Source: an optimization exercise on an open RTL-to-GDS flow (aim: small area). Production flows keep margins and buffers that such runs may drop. The RTL was checked by simulation tests, not by an equivalence proof against the original design. Power is estimated from default activity; no workload was simulated.

==> 12-14: inputs <==
==> flow/design.v <==
module gpio_mux_ctrl #(
   parameter int          NUM_TEAMS    = 12,
   parameter int          NUM_PINS     = 34,
   parameter logic [31:0] BASE_ADDR    = 32'h3000_0000,
   parameter int          BLANK_CYCLES = 4
) (
   input  logic                          wb_clk_i,
   input  logic                          wb_rst_ni,
   input  logic                          wbs_stb_i,
   input  logic                          wbs_cyc_i,
   input  logic                          wbs_we_i,
   input  logic [3:0]                    wbs_sel_i,
   input  logic [31:0]                   wbs_dat_i,
   input  logic [31:0]                   wbs_adr_i,
   output logic                          wbs_ack_o,
   output logic [31:0]                   wbs_dat_o,
   input  logic [NUM_TEAMS*NUM_PINS-1:0] designs_gpio_out,
   input  logic [NUM_TEAMS*NUM_PINS-1:0] designs_gpio_oeb,
   output logic [NUM_PINS-1:0]           gpio_out,
   output logic [NUM_PINS-1:0]           gpio_oeb,
   output logic                          busy_o
);
   localparam int NUM_WORDS = (NUM_PINS + 3) / 4;
   localparam logic [5:0] CTRL_WORD = 6'h20;
   function automatic logic [3:0] enc(input logic [7:0] v);
      logic lowgrp;
      if (v > 8'd12) begin
         enc = 4'd0;
      end else begin
         lowgrp = (v[3:2] == 2'b00) & (v[1:0] != 2'b00);
         enc = {v[3] | lowgrp, v[2] | lowgrp, v[1:0]};
      end
   endfunction
   function automatic logic [3:0] dec(input logic [3:0] c);
      if ((c[3:2] == 2'b11) && (c[1:0] != 2'b00)) begin
         dec = {2'b00, c[1:0]};
      end else begin
         dec = c;
      end
   endfunction
   logic [2:0]                cnt_r;
   logic [NUM_PINS-1:0]       blank_r;
   logic [NUM_PINS-1:0][3:0]  shadow_r;
   logic [NUM_PINS-1:0][3:0]  active_r;
   logic                      ack_r;
   logic [3:0][3:0]           dat_r;
   logic                      req_s;
   logic                      hit_s;
   logic [5:0]                word_s;
   logic                      wr_s;
   logic                      busy_s;
   logic                      last_s;
   logic                      any_diff_s;
   logic                      commit_s;
   logic                      commit_n_s;
   logic                      keep_s;
   logic [NUM_PINS-1:0]       diff_s;
   logic [NUM_PINS-1:0][3:0]  shadow_d_s;
   logic [NUM_PINS-1:0][3:0]  active_d_s;
   logic [NUM_PINS-1:0]       blank_d_s;
   logic [3:0][3:0]           wcode_s;
   logic [3:0]                bsel_s, bsel_n_s;
   logic [NUM_WORDS-1:0]      wsel_s, wsel_n_s;
   logic [NUM_WORDS-1:0]      rsel_s;
   logic                      rctl_s;
   logic [NUM_WORDS*4-1:0][3:0] shadow_pad_s;
   logic [3:0][3:0]           rcode_s;
   logic [3:0][3:0]           rd_s;
   assign req_s      = wbs_stb_i & wbs_cyc_i & ~ack_r;
   assign hit_s      = (wbs_adr_i[31:8] == BASE_ADDR[31:8]);
   assign word_s     = wbs_adr_i[7:2];
   assign wr_s       = req_s & wbs_we_i & hit_s;
   assign busy_s     = (cnt_r != 3'd0);
   assign last_s     = cnt_r[0] & ~cnt_r[1];
   assign any_diff_s = |diff_s;
   assign commit_s   = wr_s & (word_s == CTRL_WORD) & wbs_sel_i[0] & wbs_dat_i[0] & ~busy_s;
   assign commit_n_s = ~commit_s;
   assign keep_s     = ~last_s & ~commit_s;
   for (genvar b = 0; b < 4; b++) begin : g_lane
      assign wcode_s[b]  = enc(wbs_dat_i[8*b +: 8]);
      assign bsel_s[b]   = wr_s & wbs_sel_i[b];
      assign bsel_n_s[b] = ~bsel_s[b];
   end
   for (genvar k = 0; k < NUM_WORDS; k++) begin : g_wsel
      assign wsel_s[k]   = (word_s == 6'(k));
      assign wsel_n_s[k] = ~wsel_s[k];
   end
   for (genvar p = 0; p < NUM_PINS; p++) begin : g_pin
      localparam int         BYTE = p % 4;
      localparam logic [5:0] WORD = 6'(p / 4);
      logic       we, we_n;
      logic       s1, s2, s3, unown, own;
      logic [3:0] zo, ze;
      logic       mo, me;
      gmc_nand2 u_wn (.a(wsel_s[p/4]), .b(bsel_s[BYTE]), .y(we_n));
      gmc_nor2  u_we (.a(wsel_n_s[p/4]), .b(bsel_n_s[BYTE]), .y(we));
      for (genvar i = 0; i < 4; i++) begin : g_bit
         gmc_ao22 u_sh (.a1(we), .a2(wcode_s[BYTE][i]), .b1(we_n), .b2(shadow_r[p][i]),
                        .y(shadow_d_s[p][i]));
         gmc_ao22 u_ac (.a1(commit_s), .a2(shadow_r[p][i]), .b1(commit_n_s),
                        .b2(active_r[p][i]), .y(active_d_s[p][i]));
      end
      gmc_ne4 u_ne (.a(shadow_r[p]), .b(active_r[p]), .y(diff_s[p]));
      gmc_ao22 u_bl (.a1(commit_s), .a2(diff_s[p]), .b1(keep_s), .b2(blank_r[p]),
                     .y(blank_d_s[p]));
      gmc_nor2b u_s1 (.a(active_r[p][3]), .bn(active_r[p][2]), .y(s1));
      gmc_nor2b u_s2 (.a(active_r[p][2]), .bn(active_r[p][3]), .y(s2));
      gmc_and2  u_s3 (.a(active_r[p][3]), .b(active_r[p][2]), .y(s3));
      gmc_nor2  u_un (.a(active_r[p][3]), .b(active_r[p][2]), .y(unown));
      gmc_nor2  u_ow (.a(unown), .b(blank_r[p]), .y(own));
      for (genvar l = 0; l < 4; l++) begin : g_lo
         localparam int T1 = 3 + l;
         localparam int T2 = 7 + l;
         localparam int T3 = (l == 0) ? 11 : l - 1;
         gmc_aoi222 u_o (.s1(s1), .s2(s2), .s3(s3),
                         .d1(designs_gpio_out[T1*NUM_PINS + p]),
                         .d2(designs_gpio_out[T2*NUM_PINS + p]),
                         .d3(designs_gpio_out[T3*NUM_PINS + p]), .y(zo[l]));
         gmc_aoi222 u_e (.s1(s1), .s2(s2), .s3(s3),
                         .d1(designs_gpio_oeb[T1*NUM_PINS + p]),
                         .d2(designs_gpio_oeb[T2*NUM_PINS + p]),
                         .d3(designs_gpio_oeb[T3*NUM_PINS + p]), .y(ze[l]));
      end
      gmc_mux4 u_mo (.d(zo), .s(active_r[p][1:0]), .y(mo));
      gmc_mux4 u_me (.d(ze), .s(active_r[p][1:0]), .y(me));
      gmc_nor2 u_io (.a(mo), .b(blank_r[p]), .y(gpio_out[p]));
      gmc_nand2 u_ie (.a(me), .b(own), .y(gpio_oeb[p]));
      assign shadow_pad_s[p] = shadow_r[p];
   end
   for (genvar p = NUM_PINS; p < NUM_WORDS*4; p++) begin : g_pad
      assign shadow_pad_s[p] = 4'd0;
   end
   for (genvar k = 0; k < NUM_WORDS; k++) begin : g_rsel
      assign rsel_s[k] = req_s & hit_s & (word_s == 6'(k));
   end
   assign rctl_s = req_s & hit_s & (word_s == CTRL_WORD) & busy_s;
   for (genvar b = 0; b < 4; b++) begin : g_rd
      for (genvar i = 0; i < 4; i++) begin : g_bit
         logic [NUM_WORDS-1:0] col;
         for (genvar k = 0; k < NUM_WORDS; k++) begin : g_w
            assign col[k] = shadow_pad_s[4*k + b][i];
         end
         if (b < NUM_PINS - 4*(NUM_WORDS-1)) begin : g_9
            gmc_andor9 u_ao (.s(rsel_s), .d(col), .y(rcode_s[b][i]));
         end else begin : g_8
            gmc_andor8 u_ao (.s(rsel_s[7:0]), .d(col[7:0]), .y(rcode_s[b][i]));
         end
      end
      if (b == 0) begin : g_ctl
         assign rd_s[b] = dec(rcode_s[b]) | {2'b00, rctl_s, 1'b0};
      end else begin : g_dat
         assign rd_s[b] = dec(rcode_s[b]);
      end
   end
   always_ff @(posedge wb_clk_i or negedge wb_rst_ni) begin
      if (!wb_rst_ni) begin
         ack_r <= 1'b0;
         dat_r <= '0;
      end else begin
         ack_r <= req_s;
         dat_r <= rd_s;
      end
   end
   always_ff @(posedge wb_clk_i or negedge wb_rst_ni) begin
      if (!wb_rst_ni) begin
         cnt_r <= 3'd0;
      end else if (busy_s) begin
         cnt_r <= {~cnt_r[0], cnt_r[2], cnt_r[1]};
      end else begin
         cnt_r <= {commit_s & any_diff_s, 1'b0, commit_s & ~any_diff_s};
      end
   end
   always_ff @(posedge wb_clk_i or negedge wb_rst_ni) begin
      if (!wb_rst_ni) begin
         shadow_r <= '0;
         active_r <= '0;
      end else begin
         shadow_r <= shadow_d_s;
         active_r <= active_d_s;
      end
   end
   always_ff @(posedge wb_clk_i) begin
      blank_r <= blank_d_s;
   end
   for (genvar b = 0; b < 4; b++) begin : g_dat
      assign wbs_dat_o[8*b +: 8] = {4'd0, dat_r[b]};
   end
   assign wbs_ack_o = ack_r;
   assign busy_o    = busy_s;
endmodule
module gmc_ao22 (
   input  logic a1, a2, b1, b2,
   output logic y
);
   assign y = (a1 & a2) | (b1 & b2);
endmodule
module gmc_ne4 (
   input  logic [3:0] a, b,
   output logic       y
);
   assign y = |(a ^ b);
endmodule
module gmc_nor2b (
   input  logic a, bn,
   output logic y
);
   assign y = ~(a | ~bn);
endmodule
module gmc_and2 (
   input  logic a, b,
   output logic y
);
   assign y = a & b;
endmodule
module gmc_nor2 (
   input  logic a, b,
   output logic y
);
   assign y = ~(a | b);
endmodule
module gmc_nand3 (
   input  logic a, b, c,
   output logic y
);
   assign y = ~(a & b & c);
endmodule
module gmc_aoi222 (
   input  logic s1, s2, s3, d1, d2, d3,
   output logic y
);
   assign y = ~((s1 & d1) | (s2 & d2) | (s3 & d3));
endmodule
module gmc_mux4 (
   input  logic [3:0] d,
   input  logic [1:0] s,
   output logic       y
);
   assign y = d[s];
endmodule
module gmc_nand2 (
   input  logic a, b,
   output logic y
);
   assign y = ~(a & b);
endmodule
module gmc_andor9 (
   input  logic [8:0] s, d,
   output logic       y
);
   logic [2:0] z;
   for (genvar g = 0; g < 3; g++) begin : g_grp
      gmc_aoi222 u_a (.s1(s[3*g]), .s2(s[3*g+1]), .s3(s[3*g+2]),
                      .d1(d[3*g]), .d2(d[3*g+1]), .d3(d[3*g+2]), .y(z[g]));
   end
   gmc_nand3 u_n (.a(z[0]), .b(z[1]), .c(z[2]), .y(y));
endmodule
module gmc_andor8 (
   input  logic [7:0] s, d,
   output logic       y
);
   logic [2:0] z;
   for (genvar g = 0; g < 2; g++) begin : g_grp
      gmc_aoi222 u_a (.s1(s[3*g]), .s2(s[3*g+1]), .s3(s[3*g+2]),
                      .d1(d[3*g]), .d2(d[3*g+1]), .d3(d[3*g+2]), .y(z[g]));
   end
   gmc_aoi22 u_b (.s1(s[6]), .s2(s[7]), .d1(d[6]), .d2(d[7]), .y(z[2]));
   gmc_nand3 u_n (.a(z[0]), .b(z[1]), .c(z[2]), .y(y));
endmodule
module gmc_aoi22 (
   input  logic s1, s2, d1, d2,
   output logic y
);
   assign y = ~((s1 & d1) | (s2 & d2));
endmodule
==> flow/flow/run.sh <==
#!/bin/bash
# Standard ORFS layout with four changes:
#  - after the standard synthesis, every combinational cell is given the
#    smallest-area variant of its family (the resizer upsizes where timing,
#    slew or load needs it); registers keep their cells;
#  - the port buffers are the smallest buffer (buf_1);
#  - the clock tree uses small clock buffers, sink clusters of at most 8 and
#    no dummy loads;
#  - the constant outputs share one tie cell (no tie fan-out repair).
set -euo pipefail
R=orfs/results/sky130hd/gpio_mux_ctrl/base
ARGS=('BUFFER_PORTS_ARGS=-buffer_cell sky130_fd_sc_hd__buf_1'
      'CTS_ARGS=-sink_clustering_enable -repair_clock_nets -dont_use_dummy_load -buf_list sky130_fd_sc_hd__clkbuf_4 -sink_clustering_size 8 -sink_clustering_max_diameter 50')
bash standard.sh "${ARGS[@]}" synth > log_synth.log 2>&1
python3 flow/downsize.py "$FLOW_HOME/platforms/sky130hd/lib/sky130_fd_sc_hd__tt_025C_1v80.lib" \
   "$R/1_2_yosys.v" > log_downsize.log 2>&1
rm -f "$R/1_synth.odb" "$R/1_synth.sdc"
bash standard.sh "${ARGS[@]}" SKIP_REPAIR_TIE_FANOUT=1 finish > log_finish.log 2>&1
==> flow/flow/downsize.py <==
#!/usr/bin/env python3
"""Give every combinational cell in a mapped netlist the smallest-area variant
of its family (same function and pins, other drive strength). Registers keep
their cell. Usage: downsize.py LIB NETLIST (rewritten in place)."""
import re
import sys
from collections import defaultdict

lib_path, net_path = sys.argv[1], sys.argv[2]
lib = open(lib_path).read()
area, pins, seq = {}, {}, set()
for m in re.finditer(r'\n\s*cell\s*\(\s*"?(\w+)"?\s*\)\s*\{', lib):
    name = m.group(1)
    start = m.end()
    nxt = lib.find('\n    cell', start)
    body = lib[start:nxt if nxt > 0 else len(lib)]
    a = re.search(r'area\s*:\s*([\d.]+)', body)
    if not a:
        continue
    area[name] = float(a.group(1))
    pins[name] = tuple(sorted(re.findall(r'\bpin\s*\(\s*"?(\w+)"?\s*\)', body)))
    funcs = tuple(sorted(re.findall(r'function\s*:\s*"([^"]*)"', body)))
    pins[name] = (pins[name], funcs)
    if re.search(r'\b(ff|latch|statetable)\s*\(', body):
        seq.add(name)

fam = defaultdict(list)
for n in area:
    if 'lpflow' in n or 'probe' in n or n in seq:
        continue
    m = re.match(r'(sky130_fd_sc_hd__\w+?)_(\d+)$', n)
    if m:
        fam[m.group(1)].append(n)

best = {}
for f, cells in fam.items():
    for c in cells:
        same = [d for d in cells if pins[d] == pins[c]]
        best[c] = min(same, key=lambda d: (area[d], d != c, d))

net = open(net_path).read()
count = defaultdict(int)


def sub(m):
    c = m.group(1)
    b = best.get(c, c)
    if b != c:
        count[(c, b)] += 1
    return b + m.group(2)


net = re.sub(r'\b(sky130_fd_sc_hd__\w+)(\s+\S+\s*\()', sub, net)
open(net_path, 'w').write(net)
for (c, b), n in sorted(count.items()):
    print(f'{n:5d} {c} -> {b}')
==> flow/standard.sh <==
#!/bin/bash
# synth_recipe.tcl (not shown) runs the flow's synth.tcl, then flattens the netlist and writes it again
# the make line also repeats each setting of config.mk as NAME=value (left out here)
make -C /OpenROAD-flow-scripts/flow DESIGN_CONFIG=/design/flow/config.mk WORK_HOME=/design/flow/orfs CLKGATE_MAP_FILE= SYNTH_SCRIPT=/design/flow/synth_recipe.tcl "${@:-finish}"
==> flow/config.mk <==
export PLATFORM = sky130hd
export DESIGN_NAME = gpio_mux_ctrl
export DESIGN_NICKNAME = gpio_mux_ctrl
export VERILOG_FILES = /design/flow/design.v
export SDC_FILE = /design/flow/constraint.sdc
export NUM_CORES = 4
export LEC_CHECK = 0
export CAP_MARGIN = 5
export CORE_AREA = 10 10 350 350
export DIE_AREA = 0 0 360 360
export SLEW_MARGIN = 5
export SYNTH_HIERARCHICAL = 1
==> flow/constraint.sdc <==
create_clock -name core_clock -period 7.0 [get_ports {wb_clk_i}]
set_input_delay 1.4000 -clock core_clock [delete_from_list [all_inputs] [get_ports {wb_clk_i}]]
set_output_delay 1.4000 -clock core_clock [all_outputs]
set_load 0.01 [all_outputs]
==> 12-03 (differences from 12-14) <==
--- a/flow/flow/run.sh
+++ b/flow/flow/run.sh
@@ -12,3 +12,3 @@
 ARGS=('BUFFER_PORTS_ARGS=-buffer_cell sky130_fd_sc_hd__buf_1'
-      'CTS_ARGS=-sink_clustering_enable -repair_clock_nets -dont_use_dummy_load -buf_list sky130_fd_sc_hd__clkbuf_4 -sink_clustering_size 8 -sink_clustering_max_diameter 50')
+      'CTS_ARGS=-sink_clustering_enable -repair_clock_nets -dont_use_dummy_load -buf_list sky130_fd_sc_hd__clkbuf_16 -sink_clustering_size 30 -sink_clustering_max_diameter 60')
 bash standard.sh "${ARGS[@]}" synth > log_synth.log 2>&1
- CAP_MARGIN: 5 -> 20
- SLEW_MARGIN: 5 -> 20
==> summary of the runs <==
- Area after synthesis is the same in 12-14 and 12-03.
- Of 12-14 and 12-03, 12-14 has the higher clock-buffer cell count (gap 24).
- In sequential power, 12-14 and 12-03 hardly differ.
- 12-14 completed with no timing, DRC or antenna violations. 12-03 passed the timing, design-rule and antenna checks.
- Of 12-03 and 12-14, 12-03 has the higher clock power (gap about 36%, measured against 12-14).
- Of 12-03 and 12-14, 12-03 has the higher non-clock buffer count (gap 1).
- Synthesized cell count is the same in 12-03 and 12-14.
==> figures <==
item	12-14	12-03
Drt via density	5.13	5.13
Met2 global-route usage	0.305	0.307
Clk. pwr	0.983 mW	1.34 mW
Initial DRT Pass Iterations	11	13
Total length of routed met3 wires	8890 µm	9170 µm
Transition at the pin with the smallest max-transition slack	1.33 ns	1.18 ns
Maximum vdd drop	0.0803 mV	0.157 mV
Run status	no timing/DRC/antenna violations	no timing/DRC/antenna violations
Switching Share	0.259	0.236
Static power due to leakage	8.74 nW	8.85 nW
Sequential share of cell area	0.318	0.314
Filler-free cell count of the finished design	4193	4166
Global routing usage summed across all routing layers	0.178	0.177

re-timing with driven ports:
In the flow no input, the clock included, has a driving cell. The finished layouts below were timed again as built, in two steps. Step 1 (the two cells are an assumption about what drives the block):
set clk [get_ports {wb_clk_i}]
set_driving_cell -lib_cell sky130_fd_sc_hd__clkbuf_16 $clk
set_driving_cell -lib_cell sky130_fd_sc_hd__buf_2 [delete_from_list [all_inputs] $clk]
Step 2 moves the port delays by t, midway between the first and last clock arrival at a register: inputs arrive t later, outputs are due t later. That takes back most of the time a late clock gives input paths. Three values: ideal, step 1, step 2; two values: the first two.
run	t (ns)	setup WS [ns]	hold slack, ns	worst setup path at the end	cell pins on the clock port's net
12-14	0.786	2.046 / 1.986 / 1.901	0.396 / 0.396 / 0.396	input to register	1
12-03	0.612	2.218 / 2.154 / 1.910	0.404 / 0.404 / 0.404	input to register	1
After both steps every run listed still meets setup and hold. The setup slack of 12-03, which loses most, moves by -0.064 ns with the drivers and by -0.308 ns with both steps.
